Background: an optimization exercise with open tools, aiming at a short achievable clock period and few clock cycles per item. Do not read the settings as production practice. The RTL was checked by simulation tests, not by an equivalence proof against the original design. No activity file was given, so power comes from the tool's default toggle rates.

File: flow/design.v
package rvPkg;
    typedef logic [31:0] wordT;
    typedef logic [4:0] regAddrT;
    typedef logic [6:0] opcodeT;
    localparam int regCount = 32;
    localparam int dmemWords = 64;
    localparam opcodeT opReg   = 7'b0110011;
    localparam opcodeT opImm   = 7'b0010011;
    localparam opcodeT opLoad  = 7'b0000011;
    localparam opcodeT opStore = 7'b0100011;
    typedef struct packed {
        logic add;
        logic sub;
        logic sll;
        logic sr;
        logic orOp;
        logic andOp;
    } resSelT;
endpackage
`timescale 1ns/1ps
module fetchStage (
    input  logic           clk,
    input  logic           rstN,
    input  rvPkg::wordT    instr,
    input  logic           idIsLoad,
    input  rvPkg::regAddrT idRd,
    output logic           stall,
    output rvPkg::wordT    instrAddr,
    output rvPkg::wordT    idInstr,
    output logic           idValid
);
    rvPkg::wordT    pc;
    rvPkg::wordT    pcNext;
    rvPkg::opcodeT  opcode;
    rvPkg::regAddrT rs1;
    rvPkg::regAddrT rs2;
    logic           usesRs1;
    logic           usesRs2;
    logic           stallNext;
    assign instrAddr = pc;
    assign opcode  = instr[6:0];
    assign rs1     = instr[19:15];
    assign rs2     = instr[24:20];
    assign usesRs1 = opcode == rvPkg::opReg || opcode == rvPkg::opImm ||
                     opcode == rvPkg::opLoad || opcode == rvPkg::opStore;
    assign usesRs2 = opcode == rvPkg::opReg;
    assign stallNext = !stall && idIsLoad && idRd != '0 &&
                       ((usesRs1 && rs1 == idRd) || (usesRs2 && rs2 == idRd));
    always_ff @(posedge clk) begin
        if (!rstN) begin
            pc      <= '0;
            pcNext  <= 32'd4;
            idValid <= 1'b0;
            stall   <= 1'b0;
        end else begin
            stall <= stallNext;
            if (!stall) begin
                pc      <= pcNext;
                pcNext  <= pcNext + 32'd4;
                idValid <= 1'b1;
            end
        end
        if (!stall) begin
            idInstr <= instr;
        end
    end
endmodule
`timescale 1ns/1ps
module decodeStage (
    input  logic           clk,
    input  logic           rstN,
    input  rvPkg::wordT    instr,
    input  logic           stall,
    input  rvPkg::wordT    idInstr,
    input  logic           idValid,
    input  logic           exWrites,
    input  logic           exLoad,
    input  rvPkg::regAddrT exRd,
    input  rvPkg::wordT    exResult,
    input  logic           memWrites,
    input  rvPkg::regAddrT memRd,
    input  logic           memLoad,
    input  rvPkg::wordT    memAlu,
    input  rvPkg::wordT    memLoadA,
    input  rvPkg::wordT    memLoadB,
    output logic [1:0]     nextHitMem,
    input  logic [rvPkg::regCount-1:1] wbWe,
    input  rvPkg::wordT    wbValue,
    output logic           idIsLoad,
    output rvPkg::regAddrT idRd,
    output rvPkg::wordT    exOpA,
    output rvPkg::wordT    exOpB,
    output rvPkg::wordT    exStoreData,
    output rvPkg::wordT    exShA,
    output logic [4:0]     exShAmt,
    output logic           exStoreFwd,
    output logic [7:0]     exMemOff,
    output rvPkg::resSelT  exSel,
    output logic           exSraOut,
    output logic           exWritesOut,
    output logic           exLoadOut,
    output logic           exStore,
    output rvPkg::regAddrT exRdOut
);
    localparam int nRegs = rvPkg::regCount;
    rvPkg::wordT    regFile [1:nRegs-1];
    rvPkg::opcodeT  opcode;
    logic [2:0]     funct3;
    rvPkg::regAddrT rd;
    rvPkg::wordT    immI;
    rvPkg::wordT    immS;
    rvPkg::wordT    srcA;
    rvPkg::wordT    srcB;
    rvPkg::resSelT  sel;
    logic           isReg;
    logic           isImm;
    logic           isLoad;
    logic           isStore;
    logic           writes;
    logic           isShift;
    rvPkg::wordT    opB;
    logic           loadHitB;
    logic [1:0]       hitEx;
    logic [1:0]       hitMem;
    logic [1:0]       hitWb;
    logic [nRegs-1:1] rfSel   [2];
    logic [nRegs-1:1] reg1h   [2];
    assign opcode = idInstr[6:0];
    assign funct3 = idInstr[14:12];
    assign rd     = idInstr[11:7];
    assign immI   = {{20{idInstr[31]}}, idInstr[31:20]};
    assign immS   = {{20{idInstr[31]}}, idInstr[31:25], idInstr[11:7]};
    assign isReg   = idValid && opcode == rvPkg::opReg;
    assign isImm   = idValid && opcode == rvPkg::opImm;
    assign isLoad  = idValid && opcode == rvPkg::opLoad;
    assign isStore = idValid && opcode == rvPkg::opStore;
    assign writes  = isReg || isImm || isLoad;
    assign isShift = (isReg || isImm) && funct3[1:0] == 2'b01;
    assign opB     = isReg ? srcB : immI;
    assign idIsLoad = isLoad;
    assign idRd     = rd;
    always_comb begin
        sel = '0;
        case (funct3)
            3'b000: begin
                sel.sub = isReg && idInstr[30];
                sel.add = !(isReg && idInstr[30]);
            end
            3'b001:  sel.sll   = 1'b1;
            3'b101:  sel.sr    = 1'b1;
            3'b110:  sel.orOp  = 1'b1;
            3'b111:  sel.andOp = 1'b1;
            default: sel.add   = 1'b1;
        endcase
    end
    for (genvar f = 0; f < 2; f++) begin : g_src
        rvPkg::regAddrT   rs;
        logic             nz;
        logic             newEx;
        logic             newMem;
        logic             newWb;
        logic [nRegs-1:1] new1h;
        assign rs     = (f == 0) ? instr[19:15] : instr[24:20];
        assign nz     = rs != '0;
        assign newEx  = nz && writes && rd == rs;
        assign newMem = nz && !newEx && exWrites && exRd == rs;
        assign newWb  = nz && !newEx && !newMem && memWrites && memRd == rs;
        for (genvar r = 1; r < nRegs; r++) begin : g_1h
            assign new1h[r] = rs == 5'(r);
        end
        assign nextHitMem[f] = stall ? hitEx[f] : newMem;
        always_ff @(posedge clk) begin
            if (stall) begin
                hitEx[f]  <= 1'b0;
                hitMem[f] <= hitEx[f];
                hitWb[f]  <= hitMem[f];
                rfSel[f]  <= rfSel[f] | (reg1h[f] & {(nRegs-1){hitWb[f]}});
            end else begin
                hitEx[f]  <= newEx;
                hitMem[f] <= newMem;
                hitWb[f]  <= newWb;
                rfSel[f]  <= new1h & {(nRegs-1){!newEx && !newMem && !newWb}};
                reg1h[f]  <= new1h;
            end
        end
    end
    always_ff @(posedge clk) begin
        for (int r = 1; r < nRegs; r++) begin
            if (wbWe[r]) begin
                regFile[r] <= wbValue;
            end
        end
    end
    always_comb begin
        srcA = ({32{hitEx[0]}}  & exResult)
             | ({32{hitMem[0] && !memLoad}} & memAlu) | memLoadA
             | ({32{hitWb[0]}}  & wbValue);
        srcB = ({32{hitEx[1]}}  & exResult)
             | ({32{hitMem[1] && !memLoad}} & memAlu) | memLoadB
             | ({32{hitWb[1]}}  & wbValue);
        for (int r = 1; r < nRegs; r++) begin
            srcA = srcA | ({32{rfSel[0][r]}} & regFile[r]);
            srcB = srcB | ({32{rfSel[1][r]}} & regFile[r]);
        end
    end
    assign loadHitB = exLoad && hitEx[1];
    always_ff @(posedge clk) begin
        if (!rstN || stall) begin
            exWritesOut <= 1'b0;
            exLoadOut   <= 1'b0;
            exStore     <= 1'b0;
        end else begin
            exWritesOut <= writes;
            exLoadOut   <= isLoad;
            exStore     <= isStore;
        end
        exOpA       <= srcA;
        exOpB       <= opB;
        exShA       <= isShift ? srcA : '0;
        exShAmt     <= isShift ? opB[4:0] : '0;
        exStoreData <= srcB;
        exStoreFwd  <= loadHitB;
        exMemOff    <= isStore ? immS[7:0] : immI[7:0];
        exSel       <= sel;
        exSraOut    <= idInstr[30];
        exRdOut     <= rd;
    end
endmodule
`timescale 1ns/1ps
module executeStage (
    input  logic           clk,
    input  logic           rstN,
    input  rvPkg::wordT    exOpA,
    input  rvPkg::wordT    exOpB,
    input  rvPkg::wordT    exStoreData,
    input  rvPkg::wordT    exShA,
    input  logic [4:0]     exShAmt,
    input  logic           exStoreFwd,
    input  logic [7:0]     exMemOff,
    input  rvPkg::resSelT  exSel,
    input  logic           exSra,
    input  logic           exWrites,
    input  logic           exLoad,
    input  logic           exStore,
    input  rvPkg::regAddrT exRd,
    output rvPkg::wordT    exResult,
    output logic           memWrites,
    output logic           memLoad,
    output logic           memStore,
    output logic           memStoreFwd,
    output rvPkg::regAddrT memRd,
    output rvPkg::wordT    memAlu,
    output rvPkg::wordT    memStoreData,
    input  logic [1:0]     nextHitMem,
    output logic [rvPkg::dmemWords-1:0] memRowSt,
    output logic [rvPkg::dmemWords-1:0] memRowLd,
    output logic [rvPkg::dmemWords-1:0] memRowA,
    output logic [rvPkg::dmemWords-1:0] memRowB
);
    rvPkg::wordT sum;
    rvPkg::wordT diff;
    rvPkg::wordT shl;
    rvPkg::wordT shr;
    logic [32:0] shrIn;
    logic [7:0]  a;
    logic [7:0]  b;
    logic [7:0]  p;
    logic [7:0]  g;
    logic [7:0]  o;
    logic        cin;
    logic [rvPkg::dmemWords-1:0] row;
    assign sum   = exOpA + exOpB;
    assign diff  = exOpA - exOpB;
    assign shl   = exShA << exShAmt;
    assign shrIn = {exSra && exShA[31], exShA};
    assign shr   = 32'($signed(shrIn) >>> exShAmt);
    assign exResult = ({32{exSel.add}}   & sum)
                    | ({32{exSel.sub}}   & diff)
                    | ({32{exSel.sll}}   & shl)
                    | ({32{exSel.sr}}    & shr)
                    | ({32{exSel.orOp}}  & (exOpA | exOpB))
                    | ({32{exSel.andOp}} & (exOpA & exOpB));
    assign a   = exOpA[7:0];
    assign b   = exMemOff;
    assign p   = a ^ b;
    assign g   = a & b;
    assign o   = a | b;
    assign cin = g[1] || (p[1] && g[0]);
    always_comb begin
        for (int k = 0; k < rvPkg::dmemWords; k++) begin
            logic [5:0] kb;
            logic       hit;
            kb  = 6'(k);
            hit = (p[2] ^ kb[0]) == cin;
            for (int i = 2; i < 7; i++) begin
                hit = hit && ((kb[i-2] ? g[i] : o[i]) == (p[i+1] ^ kb[i-1]));
            end
            row[k] = hit;
        end
    end
    always_ff @(posedge clk) begin
        if (!rstN) begin
            memWrites <= 1'b0;
            memLoad   <= 1'b0;
            memStore  <= 1'b0;
        end else begin
            memWrites <= exWrites;
            memLoad   <= exLoad;
            memStore  <= exStore;
        end
        memStoreFwd  <= exStoreFwd;
        memRd        <= exRd;
        memAlu       <= exResult;
        memStoreData <= exStoreData;
        memRowSt     <= row & {rvPkg::dmemWords{exStore}};
        memRowLd     <= row & {rvPkg::dmemWords{exLoad}};
        memRowA      <= row & {rvPkg::dmemWords{exLoad && nextHitMem[0]}};
        memRowB      <= row & {rvPkg::dmemWords{exLoad && nextHitMem[1]}};
    end
endmodule
`timescale 1ns/1ps
module memWriteback (
    input  logic           clk,
    input  logic           rstN,
    input  logic           memWrites,
    input  logic           memLoad,
    input  logic           memStore,
    input  logic           memStoreFwd,
    input  rvPkg::regAddrT memRd,
    input  rvPkg::wordT    memAlu,
    input  rvPkg::wordT    memStoreData,
    input  logic [rvPkg::dmemWords-1:0] memRowSt,
    input  logic [rvPkg::dmemWords-1:0] memRowLd,
    input  logic [rvPkg::dmemWords-1:0] memRowA,
    input  logic [rvPkg::dmemWords-1:0] memRowB,
    output rvPkg::wordT    memLoadA,
    output rvPkg::wordT    memLoadB,
    output logic [rvPkg::regCount-1:1] wbWe,
    output rvPkg::wordT    wbValue,
    output logic           wbValid,
    output rvPkg::regAddrT wbRd,
    output rvPkg::wordT    wbData
);
    rvPkg::wordT dmem [rvPkg::dmemWords];
    rvPkg::wordT loadData;
    rvPkg::wordT memResult;
    rvPkg::wordT storeData;
    assign storeData = memStoreFwd ? wbValue : memStoreData;
    always_ff @(posedge clk) begin
        for (int k = 0; k < rvPkg::dmemWords; k++) begin
            if (memRowSt[k]) begin
                dmem[k] <= storeData;
            end
        end
    end
    always_comb begin
        loadData = '0;
        memLoadA = '0;
        memLoadB = '0;
        for (int k = 0; k < rvPkg::dmemWords; k++) begin
            loadData = loadData | ({32{memRowLd[k]}} & dmem[k]);
            memLoadA = memLoadA | ({32{memRowA[k]}} & dmem[k]);
            memLoadB = memLoadB | ({32{memRowB[k]}} & dmem[k]);
        end
    end
    assign memResult = loadData | ({32{!memLoad}} & memAlu);
    always_ff @(posedge clk) begin
        if (!rstN) begin
            wbValid  <= 1'b0;
            wbWe     <= '0;
        end else begin
            wbValid  <= memWrites && memRd != '0;
            for (int r = 1; r < rvPkg::regCount; r++) begin
                wbWe[r] <= memWrites && memRd == 5'(r);
            end
        end
        wbValue <= memResult;
        wbRd   <= memRd;
        wbData <= memWrites ? memResult : '0;
    end
endmodule
`timescale 1ns/1ps
module rvPipeTop (
    input  logic           clk,
    input  logic           rstN,
    input  rvPkg::wordT    instr,
    output rvPkg::wordT    instrAddr,
    output logic           wbValid,
    output rvPkg::regAddrT wbRd,
    output rvPkg::wordT    wbData
);
    logic           stall;
    rvPkg::wordT    idInstr;
    logic           idValid;
    rvPkg::wordT    exOpA;
    rvPkg::wordT    exOpB;
    rvPkg::wordT    exStoreData;
    rvPkg::wordT    exShA;
    logic [4:0]     exShAmt;
    logic           exStoreFwd;
    logic [7:0]     exMemOff;
    rvPkg::resSelT  exSel;
    logic           exSra;
    logic           exWrites;
    logic           exLoad;
    logic           exStore;
    rvPkg::regAddrT exRd;
    rvPkg::wordT    exResult;
    logic           memWrites;
    logic           memLoad;
    logic           memStore;
    logic           memStoreFwd;
    rvPkg::regAddrT memRd;
    rvPkg::wordT    memAlu;
    rvPkg::wordT    memStoreData;
    logic [rvPkg::dmemWords-1:0] memRowSt;
    logic [rvPkg::dmemWords-1:0] memRowLd;
    logic [rvPkg::dmemWords-1:0] memRowA;
    logic [rvPkg::dmemWords-1:0] memRowB;
    rvPkg::wordT    memLoadA;
    rvPkg::wordT    memLoadB;
    logic [1:0]     nextHitMem;
    logic           idIsLoad;
    rvPkg::regAddrT idRd;
    logic [rvPkg::regCount-1:1] wbWe;
    rvPkg::wordT    wbValue;
    fetchStage i_fetchStage (
        .clk       (clk),
        .rstN      (rstN),
        .instr     (instr),
        .idIsLoad  (idIsLoad),
        .idRd      (idRd),
        .stall     (stall),
        .instrAddr (instrAddr),
        .idInstr   (idInstr),
        .idValid   (idValid)
    );
    decodeStage i_decodeStage (
        .clk         (clk),
        .rstN        (rstN),
        .instr       (instr),
        .idInstr     (idInstr),
        .idValid     (idValid),
        .exWrites    (exWrites),
        .exLoad      (exLoad),
        .exRd        (exRd),
        .exResult    (exResult),
        .memWrites   (memWrites),
        .memRd       (memRd),
        .memLoad     (memLoad),
        .memAlu      (memAlu),
        .memLoadA    (memLoadA),
        .memLoadB    (memLoadB),
        .nextHitMem  (nextHitMem),
        .wbWe        (wbWe),
        .wbValue     (wbValue),
        .stall       (stall),
        .idIsLoad    (idIsLoad),
        .idRd        (idRd),
        .exOpA       (exOpA),
        .exOpB       (exOpB),
        .exStoreData (exStoreData),
        .exShA       (exShA),
        .exShAmt     (exShAmt),
        .exStoreFwd  (exStoreFwd),
        .exMemOff    (exMemOff),
        .exSel       (exSel),
        .exSraOut    (exSra),
        .exWritesOut (exWrites),
        .exLoadOut   (exLoad),
        .exStore     (exStore),
        .exRdOut     (exRd)
    );
    executeStage i_executeStage (
        .clk          (clk),
        .rstN         (rstN),
        .exOpA        (exOpA),
        .exOpB        (exOpB),
        .exStoreData  (exStoreData),
        .exShA        (exShA),
        .exShAmt      (exShAmt),
        .exStoreFwd   (exStoreFwd),
        .exMemOff     (exMemOff),
        .exSel        (exSel),
        .exSra        (exSra),
        .exWrites     (exWrites),
        .exLoad       (exLoad),
        .exStore      (exStore),
        .exRd         (exRd),
        .exResult     (exResult),
        .memWrites    (memWrites),
        .memLoad      (memLoad),
        .memStore     (memStore),
        .memStoreFwd  (memStoreFwd),
        .memRd        (memRd),
        .memAlu       (memAlu),
        .memStoreData (memStoreData),
        .nextHitMem   (nextHitMem),
        .memRowSt     (memRowSt),
        .memRowLd     (memRowLd),
        .memRowA      (memRowA),
        .memRowB      (memRowB)
    );
    memWriteback i_memWriteback (
        .clk          (clk),
        .rstN         (rstN),
        .memWrites    (memWrites),
        .memLoad      (memLoad),
        .memStore     (memStore),
        .memStoreFwd  (memStoreFwd),
        .memRd        (memRd),
        .memAlu       (memAlu),
        .memStoreData (memStoreData),
        .memRowSt     (memRowSt),
        .memRowLd     (memRowLd),
        .memRowA      (memRowA),
        .memRowB      (memRowB),
        .memLoadA     (memLoadA),
        .memLoadB     (memLoadB),
        .wbWe         (wbWe),
        .wbValue      (wbValue),
        .wbValid      (wbValid),
        .wbRd         (wbRd),
        .wbData       (wbData)
    );
endmodule
File: flow/flow/run.sh
#!/bin/bash
# The standard flow's own layout with two changes after the standard synthesis: the port
# buffers are buf_8 instead of what buffer_ports picks by default, and the
# resizer may change a cell's drive strength (MATCH_CELL_FOOTPRINT=0), which
# the platform's config otherwise forbids. Each step's output goes to a log
# of its own here; ORFS keeps its per-stage logs under orfs/logs.
set -euo pipefail

# the standard synthesis, unchanged
bash standard.sh synth > synth_run.log 2>&1

# the rest of the standard flow's layout, with the two extra make variables
sed -e "s|CLKGATE_MAP_FILE= |CLKGATE_MAP_FILE= MATCH_CELL_FOOTPRINT=0 'BUFFER_PORTS_ARGS=-buffer_cell sky130_fd_sc_hd__buf_8' |" \
    standard.sh > layout.sh
grep -q "MATCH_CELL_FOOTPRINT=0" layout.sh
bash layout.sh finish > layout_run.log 2>&1
test -s out/final.def
File: flow/standard.sh
#!/bin/bash
# synth_recipe.tcl (not shown) runs the flow's synth.tcl, then flattens the netlist and writes it again
# the make line also repeats each setting of config.mk as NAME=value (left out here)
make -C /OpenROAD-flow-scripts/flow DESIGN_CONFIG=/design/flow/config.mk WORK_HOME=/design/flow/orfs CLKGATE_MAP_FILE= SYNTH_SCRIPT=/design/flow/synth_recipe.tcl "${@:-finish}"
File: flow/config.mk
export PLATFORM = sky130hd
export DESIGN_NAME = rvPipeTop
export DESIGN_NICKNAME = rvPipeTop
export VERILOG_FILES = /design/flow/design.v
export SDC_FILE = /design/flow/constraint.sdc
export NUM_CORES = 4
export LEC_CHECK = 0
export CAP_MARGIN = 20
export CORE_MARGIN = 2
export CORE_UTILIZATION = 60
export SETUP_SLACK_MARGIN = 3.0
export SLEW_MARGIN = 20
export TNS_END_PERCENT = 5
File: flow/constraint.sdc
create_clock -name core_clock -period 5.8 [get_ports {clk}]
set_input_delay 1.1600 -clock core_clock [delete_from_list [all_inputs] [get_ports {clk}]]
set_output_delay 1.1600 -clock core_clock [all_outputs]
set_load 0.01 [all_outputs]
==> impl_metrics.ini, run 1 <==
[yosys]
synth_common_cells = edfxtp_1, a221oi_1, a22o_1
synth_edf_count = 3129
syn_area_per_cell_um2 = 13.7
syn_inst = 12200
yosysTopAreaCellShare_pct = 56.0
synthTopCellsByArea = edfxtp_1, dfxtp_1, a221oi_1
yosys.area.top_type = edfxtp_1
post-synth-top-count-cell = edfxtp_1
yosysSeqAreaShare_pct = 64.6
netlist_area_um2 = 168000
ys_types = 95
ys_ff_latch = 3845
synth_flop_cell = edfxtp_1
yosysWarnings = 8
synth-async-reset-ratio_pct = 0

[floorplanning]
initial_core_util_pct = 60.2
fp.dieW_um = 533
ioPinCount = 104
rows = 194
die_h_um = 533

[clock_tree]
clockBufferDepth = 4
cts.sinks = 3845
cts-root-buf = clkbuf_16
numCtsBuffers = 388
htree_levels = 5

[global_route]
grt-ovfl-total = 25200
grt_max_degree = 87
grt_pass1_vias = 189000
grt_usage_pct = 108
grt_pass1_wl_um = 2050000

[outcome]
firstError = [ERROR GRT-0116] Global routing finished with congestion. Check the congestion regions in the DRC Viewer.
status = aborted with a tool error
haltStage = 5_1_grt

[placed_design]
gp_congestion = 1.44
dpl.hpwl_um = 871000
placedCellCount = 15800
portBuffers = 101
pre_cts_ws_ps = 931
power groups by stage:
stage	clock network [uW]	logic [uW]	registers (uW)
CTS	25600	5090	31500
floorplan	0	1910	32200
global placement	0	4510	32000
detailed placement	0	4590	32100
worst min path at each step:
| stage | cells after the start | to | slack, ps |
|---|---|---|---|
| CTS | 1 | i_fetchStage.idInstr[31] | 280 |
| detailed placement | 0 | i_executeStage.memStoreFwd | 310 |
| global placement | 0 | i_executeStage.memStoreData[2] | 310 |
| floorplan | 0 | i_executeStage.memStoreData[0] | 310 |
through the flow:
stage	instance area (um2)	total power (uW)	util, %	hold slack (ps)
floorplan	168000	34100	-	310
global placement	178000	36600	63.8	311
detailed placement	178000	36600	63.9	312
CTS	194000	62200	69.7	277
timing repair:
item,4_1_cts
resized for setup,361
hold endpoints to repair,0
pin swaps,87
setup endpoints to repair,1477
setup buffers,176
hold buffers,0
cloned,1
layer usage:
metal	GRT usage (%)	overflow
met5	98.3	468
met4	106	3788
met3	103	3879
met2	117	11200
met1	106	5916
cell families after synthesis:
logic type               after synthesis  synth area share [%]
AO/OA/AOI/OAI                       4732                  23.0
XOR/XNOR                              99                 0.517
adder cells (fa/ha/maj)              109                 0.822
buffers and inverters               1151                  2.63
flip-flops                          3845                  64.6
multiplexers                         212                  1.88
other                                  1               0.00224
AND/OR/NAND/NOR                     2090                  6.55
Testbench counts, summed over its fixed seeds: cycles 16,452, items 15,920.
==> run 2: changes to the inputs <==
--- a/flow/design.v
+++ b/flow/design.v
@@ -113,2 +113,3 @@
     rvPkg::wordT    srcB;
+    rvPkg::wordT    srcBOld;
     rvPkg::resSelT  sel;
@@ -121,3 +122,3 @@
     rvPkg::wordT    opB;
-    logic           loadHitB;
+    logic           storeHitB;
     logic [1:0]       hitEx;
@@ -197,11 +198,11 @@
              | ({32{hitWb[0]}}  & wbValue);
-        srcB = ({32{hitEx[1]}}  & exResult)
-             | ({32{hitMem[1] && !memLoad}} & memAlu) | memLoadB
-             | ({32{hitWb[1]}}  & wbValue);
+        srcBOld = ({32{hitMem[1] && !memLoad}} & memAlu) | memLoadB
+                | ({32{hitWb[1]}}  & wbValue);
         for (int r = 1; r < nRegs; r++) begin
-            srcA = srcA | ({32{rfSel[0][r]}} & regFile[r]);
-            srcB = srcB | ({32{rfSel[1][r]}} & regFile[r]);
+            srcA    = srcA    | ({32{rfSel[0][r]}} & regFile[r]);
+            srcBOld = srcBOld | ({32{rfSel[1][r]}} & regFile[r]);
         end
+        srcB = ({32{hitEx[1]}} & exResult) | srcBOld;
     end
-    assign loadHitB = exLoad && hitEx[1];
+    assign storeHitB = hitEx[1];
     always_ff @(posedge clk) begin
@@ -220,4 +221,4 @@
         exShAmt     <= isShift ? opB[4:0] : '0;
-        exStoreData <= srcB;
-        exStoreFwd  <= loadHitB;
+        exStoreData <= srcBOld;
+        exStoreFwd  <= storeHitB;
         exMemOff    <= isStore ? immS[7:0] : immI[7:0];
--- a/flow/config.mk
+++ b/flow/config.mk
@@ -9,3 +9,3 @@
 export CORE_MARGIN = 2
-export CORE_UTILIZATION = 60
+export CORE_UTILIZATION = 45
 export SETUP_SLACK_MARGIN = 3.0
==> impl_metrics.ini, run 2 <==
[outcome]
status = aborted with a tool error
haltStage = 5_1_grt
firstError = [ERROR GRT-0116] Global routing finished with congestion. Check the congestion regions in the DRC Viewer.

[yosys]
ys_ff_latch = 3845
synth_flop_cell = edfxtp_1
synth_edf_count = 3129
yosysSeqAreaShare_pct = 64.6
syn_inst = 12300
synth_common_cells = edfxtp_1, a22oi_1, a221oi_1
synth-async-reset-ratio_pct = 0
yosys.area.top_type = edfxtp_1
post-synth-top-count-cell = edfxtp_1
synthTopCellsByArea = edfxtp_1, dfxtp_1, a221oi_1
yosysTopAreaCellShare_pct = 56.0
ys_types = 98
syn_area_per_cell_um2 = 13.7
netlist_area_um2 = 168000
yosysWarnings = 8

[placed_design]
dpl.hpwl_um = 998000
placedCellCount = 17100
gp_congestion = 1.28
pre_cts_ws_ps = 1540
portBuffers = 101

[clock_tree]
clockBufferDepth = 4
cts-root-buf = clkbuf_16
numCtsBuffers = 412
htree_levels = 5
holdBufCountCts = 0
cts.sinks = 3845

[global_route]
grt_pass1_wl_um = 2430000
grt_max_degree = 102
grt_pass1_vias = 203000
grt-ovfl-total = 6012
grt_usage_pct = 96.0

[floorplanning]
die_h_um = 615
initial_core_util_pct = 45.1
rows = 224
fp.dieW_um = 615
ioPinCount = 104
run 2: cell count changes after synthesis, sizes merged, moves of 23 or more:
cell,before,now
inv,172,149
nor2,429,395
nand3,189,285
o21ai,109,137
nand2,298,243
a22oi,1253,1456
a21oi,182,212
nand4,619,590
a221oi,1392,1295
a22o,1372,1278
nor3,129,155
run 2: worst max path at each step:
| stage | startpoint | slack [ps] | cells past startpoint | endpoint |
|---|---|---|---|---|
| floorplan | instr[21] | 2720 | 9 | i_executeStage.memRowB[20] |
| global placement | i_decodeStage.exOpB[15] | 1400 | 11 | i_decodeStage.exShA[28] |
| detailed placement | i_decodeStage.exOpA[6] | 1540 | 11 | i_decodeStage.exOpB[15] |
| CTS | i_decodeStage.rfSel[1][7] | 2500 | 9 | i_decodeStage.exShAmt[3] |
run 2: kinds of logic after synthesis:
| kind of cell | count (synthesis) | share of synthesized area (%) |
|---|---|---|
| buf+inv | 1140 | 2.62 |
| flops | 3845 | 64.6 |
| xor+xnor | 99 | 0.517 |
| mux | 201 | 1.80 |
| other cells | 1 | 0.00224 |
| fa+ha+maj | 109 | 0.822 |
| simple gates | 2118 | 6.71 |
| compound gates | 4769 | 23.0 |
run 2: stage by stage:
step                      util, %  area, um2  power, uW
after floorplan                 -     168000      34100
after global placement       48.2     179000      36900
after detailed placement     48.3     179000      36900
after CTS                    54.3     202000      65400
run 2: per-layer routing:
layer / global-route usage (%) / overflow
met5: 88.2 / 174
met4: 93.9 / 1489
met3: 94.4 / 1198
met2: 99.3 / 2022
met1: 95.7 / 1129
run 2: what timing repair did:
item,CTS
setup buffers,445
setup endpoints to repair,1215
endpoints found under the hold margin,0
pin swaps,127
cloned,11
gates resized for setup,779
run 2: power by group through the flow:
stage                     Clock, uW  Combinational, uW  Sequential (uW)
after CTS                     28500               5530            31400
after detailed placement          0               4890            32000
after global placement            0               4860            32000
after floorplan                   0               1930            32200
Testbench counts of run 2, summed over its fixed seeds: cycles 16,452, items 15,920.
==> run 3: changes to the inputs <==
--- a/flow/design.v
+++ b/flow/design.v
@@ -81,7 +81,3 @@
     input  rvPkg::regAddrT memRd,
-    input  logic           memLoad,
-    input  rvPkg::wordT    memAlu,
-    input  rvPkg::wordT    memLoadA,
-    input  rvPkg::wordT    memLoadB,
-    output logic [1:0]     nextHitMem,
+    input  rvPkg::wordT    memResult,
     input  logic [rvPkg::regCount-1:1] wbWe,
@@ -113,3 +109,2 @@
     rvPkg::wordT    srcB;
-    rvPkg::wordT    srcBOld;
     rvPkg::resSelT  sel;
@@ -122,3 +117,3 @@
     rvPkg::wordT    opB;
-    logic           storeHitB;
+    logic           loadHitB;
     logic [1:0]       hitEx;
@@ -171,3 +166,2 @@
         end
-        assign nextHitMem[f] = stall ? hitEx[f] : newMem;
         always_ff @(posedge clk) begin
@@ -196,13 +190,13 @@
         srcA = ({32{hitEx[0]}}  & exResult)
-             | ({32{hitMem[0] && !memLoad}} & memAlu) | memLoadA
+             | ({32{hitMem[0]}} & memResult)
              | ({32{hitWb[0]}}  & wbValue);
-        srcBOld = ({32{hitMem[1] && !memLoad}} & memAlu) | memLoadB
-                | ({32{hitWb[1]}}  & wbValue);
+        srcB = ({32{hitEx[1]}}  & exResult)
+             | ({32{hitMem[1]}} & memResult)
+             | ({32{hitWb[1]}}  & wbValue);
         for (int r = 1; r < nRegs; r++) begin
-            srcA    = srcA    | ({32{rfSel[0][r]}} & regFile[r]);
-            srcBOld = srcBOld | ({32{rfSel[1][r]}} & regFile[r]);
+            srcA = srcA | ({32{rfSel[0][r]}} & regFile[r]);
+            srcB = srcB | ({32{rfSel[1][r]}} & regFile[r]);
         end
-        srcB = ({32{hitEx[1]}} & exResult) | srcBOld;
     end
-    assign storeHitB = hitEx[1];
+    assign loadHitB = exLoad && hitEx[1];
     always_ff @(posedge clk) begin
@@ -221,4 +215,4 @@
         exShAmt     <= isShift ? opB[4:0] : '0;
-        exStoreData <= srcBOld;
-        exStoreFwd  <= storeHitB;
+        exStoreData <= srcB;
+        exStoreFwd  <= loadHitB;
         exMemOff    <= isStore ? immS[7:0] : immI[7:0];
@@ -254,7 +248,3 @@
     output rvPkg::wordT    memStoreData,
-    input  logic [1:0]     nextHitMem,
-    output logic [rvPkg::dmemWords-1:0] memRowSt,
-    output logic [rvPkg::dmemWords-1:0] memRowLd,
-    output logic [rvPkg::dmemWords-1:0] memRowA,
-    output logic [rvPkg::dmemWords-1:0] memRowB
+    output logic [rvPkg::dmemWords-1:0] memRow
 );
@@ -315,6 +305,3 @@
         memStoreData <= exStoreData;
-        memRowSt     <= row & {rvPkg::dmemWords{exStore}};
-        memRowLd     <= row & {rvPkg::dmemWords{exLoad}};
-        memRowA      <= row & {rvPkg::dmemWords{exLoad && nextHitMem[0]}};
-        memRowB      <= row & {rvPkg::dmemWords{exLoad && nextHitMem[1]}};
+        memRow       <= row;
     end
@@ -332,8 +319,4 @@
     input  rvPkg::wordT    memStoreData,
-    input  logic [rvPkg::dmemWords-1:0] memRowSt,
-    input  logic [rvPkg::dmemWords-1:0] memRowLd,
-    input  logic [rvPkg::dmemWords-1:0] memRowA,
-    input  logic [rvPkg::dmemWords-1:0] memRowB,
-    output rvPkg::wordT    memLoadA,
-    output rvPkg::wordT    memLoadB,
+    input  logic [rvPkg::dmemWords-1:0] memRow,
+    output rvPkg::wordT    memResult,
     output logic [rvPkg::regCount-1:1] wbWe,
@@ -346,3 +329,2 @@
     rvPkg::wordT loadData;
-    rvPkg::wordT memResult;
     rvPkg::wordT storeData;
@@ -351,3 +333,3 @@
         for (int k = 0; k < rvPkg::dmemWords; k++) begin
-            if (memRowSt[k]) begin
+            if (memStore && memRow[k]) begin
                 dmem[k] <= storeData;
@@ -358,11 +340,7 @@
         loadData = '0;
-        memLoadA = '0;
-        memLoadB = '0;
         for (int k = 0; k < rvPkg::dmemWords; k++) begin
-            loadData = loadData | ({32{memRowLd[k]}} & dmem[k]);
-            memLoadA = memLoadA | ({32{memRowA[k]}} & dmem[k]);
-            memLoadB = memLoadB | ({32{memRowB[k]}} & dmem[k]);
+            loadData = loadData | ({32{memRow[k]}} & dmem[k]);
         end
     end
-    assign memResult = loadData | ({32{!memLoad}} & memAlu);
+    assign memResult = memLoad ? loadData : memAlu;
     always_ff @(posedge clk) begin
@@ -416,9 +394,4 @@
     rvPkg::wordT    memStoreData;
-    logic [rvPkg::dmemWords-1:0] memRowSt;
-    logic [rvPkg::dmemWords-1:0] memRowLd;
-    logic [rvPkg::dmemWords-1:0] memRowA;
-    logic [rvPkg::dmemWords-1:0] memRowB;
-    rvPkg::wordT    memLoadA;
-    rvPkg::wordT    memLoadB;
-    logic [1:0]     nextHitMem;
+    logic [rvPkg::dmemWords-1:0] memRow;
+    rvPkg::wordT    memResult;
     logic           idIsLoad;
@@ -450,7 +423,3 @@
         .memRd       (memRd),
-        .memLoad     (memLoad),
-        .memAlu      (memAlu),
-        .memLoadA    (memLoadA),
-        .memLoadB    (memLoadB),
-        .nextHitMem  (nextHitMem),
+        .memResult   (memResult),
         .wbWe        (wbWe),
@@ -498,7 +467,3 @@
         .memStoreData (memStoreData),
-        .nextHitMem   (nextHitMem),
-        .memRowSt     (memRowSt),
-        .memRowLd     (memRowLd),
-        .memRowA      (memRowA),
-        .memRowB      (memRowB)
+        .memRow       (memRow)
     );
@@ -514,8 +479,4 @@
         .memStoreData (memStoreData),
-        .memRowSt     (memRowSt),
-        .memRowLd     (memRowLd),
-        .memRowA      (memRowA),
-        .memRowB      (memRowB),
-        .memLoadA     (memLoadA),
-        .memLoadB     (memLoadB),
+        .memRow       (memRow),
+        .memResult    (memResult),
         .wbWe         (wbWe),
==> flow/flow/run.sh (replaced) <==
#!/bin/bash
# The standard flow's own layout with three changes after the standard synthesis: the
# port buffers are buf_8 instead of what buffer_ports picks by default, the
# resizer may change a cell's drive strength (MATCH_CELL_FOOTPRINT=0), which
# the platform's config otherwise forbids, and slew and capacitance are
# repaired once more at the end of global routing (flow/post_grt.tcl). Each
# step's output goes to a log of its own here; ORFS keeps its per-stage logs
# under orfs/logs.
set -euo pipefail

# the standard synthesis, unchanged
bash standard.sh synth > synth_run.log 2>&1

export POST_GLOBAL_ROUTE_TCL="$PWD/flow/post_grt.tcl"

# the rest of the standard flow's layout, with the extra make variables
sed -e "s|CLKGATE_MAP_FILE= |CLKGATE_MAP_FILE= MATCH_CELL_FOOTPRINT=0 'BUFFER_PORTS_ARGS=-buffer_cell sky130_fd_sc_hd__buf_8' 'POST_GLOBAL_ROUTE_TCL=$POST_GLOBAL_ROUTE_TCL' |" \
    standard.sh > layout.sh
grep -q "MATCH_CELL_FOOTPRINT=0" layout.sh
bash layout.sh finish > layout_run.log 2>&1
test -s out/final.def
==> flow/flow/post_grt.tcl (new file) <==
# Runs at the end of global routing, before 5_1_grt.odb is written. Timing
# repair (gate cloning in particular) can leave a net over the slew or
# capacitance limit; fix those again, legalize what moved and reroute it.
if {[catch {
  estimate_parasitics -global_routing
  repair_design -slew_margin 30 -cap_margin 30 -verbose
  global_route -start_incremental
  detailed_placement
  global_route -end_incremental
  estimate_parasitics -global_routing
  report_check_types -max_slew -max_capacitance -violators
} err]} {
  puts "post_grt.tcl: $err"
}
--- a/flow/config.mk
+++ b/flow/config.mk
@@ -7,3 +7,3 @@
 export LEC_CHECK = 0
-export CAP_MARGIN = 20
+export CAP_MARGIN = 30
 export CORE_MARGIN = 2
@@ -11,3 +11,3 @@
 export SETUP_SLACK_MARGIN = 3.0
-export SLEW_MARGIN = 20
+export SLEW_MARGIN = 30
 export TNS_END_PERCENT = 5
==> impl_metrics.ini, run 3 <==
[clock_tree]
htree_levels = 5
holdBufCountCts = 0
clockBufferDepth = 4
clk_latency_ps = 1030
numCtsBuffers = 374
post_cts_resized = 551
post_cts_buffers = 189
tritoncts = built
cts-root-buf = clkbuf_16
cts.sinks = 3654
clk_pin_slew_worst_paths_ps = 60

[global_route]
grt-ovfl-total = 0
grt_pass1_wl_um = 912000
grt_usage_pct = 42.9
grt_max_degree = 106
grt_pass1_vias = 99700
antenna_found_initial = 50

[layout]
largest-register = i_memWriteback.dmem
largest_register_ffs = 2048
area_growth_pct = 19.8
layout.cells.most_common_list = edfxtp_1, a22oi_1, buf_4
final_design_area_no_fill_um2 = 169000
drive_gt1_share_pct = 22.0
nNetsFinal = 9890
largestRegisters = i_memWriteback.dmem (2048), i_decodeStage.regFile (992), i_executeStage.memRow (64)
final_common_cell = edfxtp_1
layoutNonFillerInstCount = 14300

[yosys]
yosysWarnings = 8
synth_compound_area_share_pct = 14.9
yosys.area.top_type = edfxtp_1
yosysTopAreaCellShare_pct = 66.6
synth_top_family_by_area = compound AO/OA/AOI/OAI gates
ys_types = 89
yosys.area_share.adder_pct = 0.977
post-synth-top-count-cell = edfxtp_1
synthSimpleGateAreaFrac_pct = 5.66
synthMuxAreaShare_pct = 1.91
synth_xor_area_share_pct = 0.608
yosysSeqAreaShare_pct = 74.0
netlist_area_um2 = 141000
syn_area_per_cell_um2 = 15.5
synth_flop_cell = edfxtp_1
synth-async-reset-ratio_pct = 0
synth_edf_count = 3129
ys_ff_latch = 3654
synthTopCellsByArea = edfxtp_1, dfxtp_1, a22oi_1
synth_common_cells = edfxtp_1, a22oi_1, dfxtp_1
syn_inst = 9076

[sta]
hold_violations = 0
fin_ws_ps = 2320
period_minus_slack_ps = 3480
fmax_ghz = 0.287
tightest_slew_ps = 1180
fin_skew_ps = 71.8
slew_violations = 0
setup_viol = 0
post-route-period-util_pct = 60.0
maxSlewHeadroom_pct = 21.6

[floorplanning]
core_region_area_um2 = 312000
fp.dieW_um = 564
ioPinCount = 104
rows = 205
die_h_um = 564
die_area_um2 = 318000
initial_core_util_pct = 45.2

[placed_design]
portBuffers = 101
pre_cts_ws_ps = 1180
placedCellCount = 13200
post_dp_cell_area_um2 = 150000
dpl.hpwl_um = 412000
gp_congestion = 0.996

[setup_path]
crit_family = compound AO/OA/AOI/OAI gates
critPathKind = flop to flop
path_cells = buf_6, a22o_1, a221oi_4, nand4_1, nor4_4, a21oi_1, buf_6, a2111oi_2, buf_4, o22ai_1
crit_required_ps = 6600
startpoint_type = flop
critPathMaxFanout = 12
crit_top_cell = buf_6
max_stage_delay_ps = 420
critPathBufInv = 3
critPathArrivalTime_ps = 4280
worst_path_max_delay_cell = a2111oi_2
endpoint_kind = flop

[power]
power.density_nw_per_um2 = 372
p_leak_uw = 0.0554
ir_drop_mv = 0.267
finalPower_uw = 62800

[detailed_routing]
vias_per_cell = 7.54
drc = 0
drt_iter0_drc = 24000
wl_per_cell_um = 49.0
vias = 108000
antenna_left = 0
first_pass_iters = 8
finalWirelength_um = 700000

[run]
max_cap_viol_count = 0

[worst_hold_path]
hp-class = flop to flop

[outcome]
status = no timing/DRC/antenna violations
[run 3: changes by cell type after synthesis, sizes merged, moves of 51 or more]
cell	change
nor2	-51
a221oi	-884
clkbuf	-322
buf	-91
a22o	-899
and2	+61
dfxtp	-191
nor4	-56
nand3	-64
a22oi	-246
nand4	-276
nor3	-99
[run 3: cell families after synthesis]
| logic type | count (synthesis) |
|---|---|
| AOI/OAI and AO/OA | 2734 |
| xor gates and xnor gates | 98 |
| adders and majority gates | 109 |
| buffers and inverters | 714 |
| DFF | 3654 |
| muxes | 207 |
| other | 1 |
| and+or+nand+nor | 1559 |
[run 3: final timing paths]
path,end,cells past startpoint,slack (ps),start
max reg2reg,i_decodeStage.exShA[21],10,2320,i_executeStage.memRow[60]
min,i_executeStage.memStoreData[11],0,300,i_decodeStage.exStoreData[11]
max,i_decodeStage.exShA[21],10,2320,i_executeStage.memRow[60]
min reg2reg,i_executeStage.memStoreData[11],0,300,i_decodeStage.exStoreData[11]
[run 3: worst reg2reg max path, stage by stage (launching register included)]
cell and delay [ps]:
dfxtp_2 380, buf_6 240, a22o_1 290, a221oi_4 290
nand4_1 290, nor4_4 410, a21oi_1 140, buf_6 220
a2111oi_2 420, buf_4 330, o22ai_1 240
[run 3: cell type report]
class,count,area [um2]
Fill cell,25100,143000
Clock buffer,513,10400
Tap cell,4140,5180
Clock inverter,187,2000
Timing Repair Buffer,868,8830
Sequential cell,3654,105000
Timing Repair inverter,1,5.00
Multi-Input combinational cell,4709,37000
Inverter,139,561
Antenna cell,59,148
[run 3: power breakdown]
group | internal (uW) | total [uW] | switching (uW)
Clock | 13900 | 24700 | 10800
Combinational | 2080 | 7360 | 5270
Sequential | 29900 | 30700 | 838
Total | 45900 | 62800 | 16900
[run 3: routing by layer]
layer | vias to the layer above | GRT usage (%) | routed length [um]
li1 | 38900 | - | -
met1 | 53300 | 52.2 | 224000
met2 | 12000 | 60.6 | 285000
met3 | 3445 | 16.6 | 117000
met4 | 32 | 34.4 | 74000
met5 | - | 0.655 | 472
[run 3: stage by stage]
stage	TNS [ps]	util [%]	hold slack (ps)
2_1_floorplan	0	-	310
3_3_place_gp	-3900	48.0	310
3_5_place_dp	0	48.1	312
4_1_cts	0	53.4	301
6_report	0	54.2	297
Testbench counts of run 3, summed over its fixed seeds: cycles 16,452, items 15,920.

[static timing again, ports no longer ideal]
The flow's constraints put no driver on any port. The routed layout listed below was extracted and timed again, unchanged, in two steps.
Step 1 sets driving cells, clkbuf_16 on the clock port and buf_2 on the other inputs (assumed; they add their load-dependent delay and slew).
Step 2 adds t to the input delays and takes it off the output delays; t is the mean of the earliest and latest rising clock arrival at the registers after step 1. Input paths then give back, and output paths get back, about the clock's delay inside the block.
Three values: ideal ports, drivers, drivers and shift; two values: the first two.
run: run 3
t, ns: 1.098
setup slack, ns: 2.317 / 2.317 / 2.317
slew at the worst register clock pin (ns): 0.07 / 0.07
worst slew at a driven data input, ns: 0.18
cell pins on the clock port's net: 1
After both steps setup and hold are still met in run 3. The setup slack of run 3 moves by 0.000 ns with the drivers and by 0.000 ns with both steps.
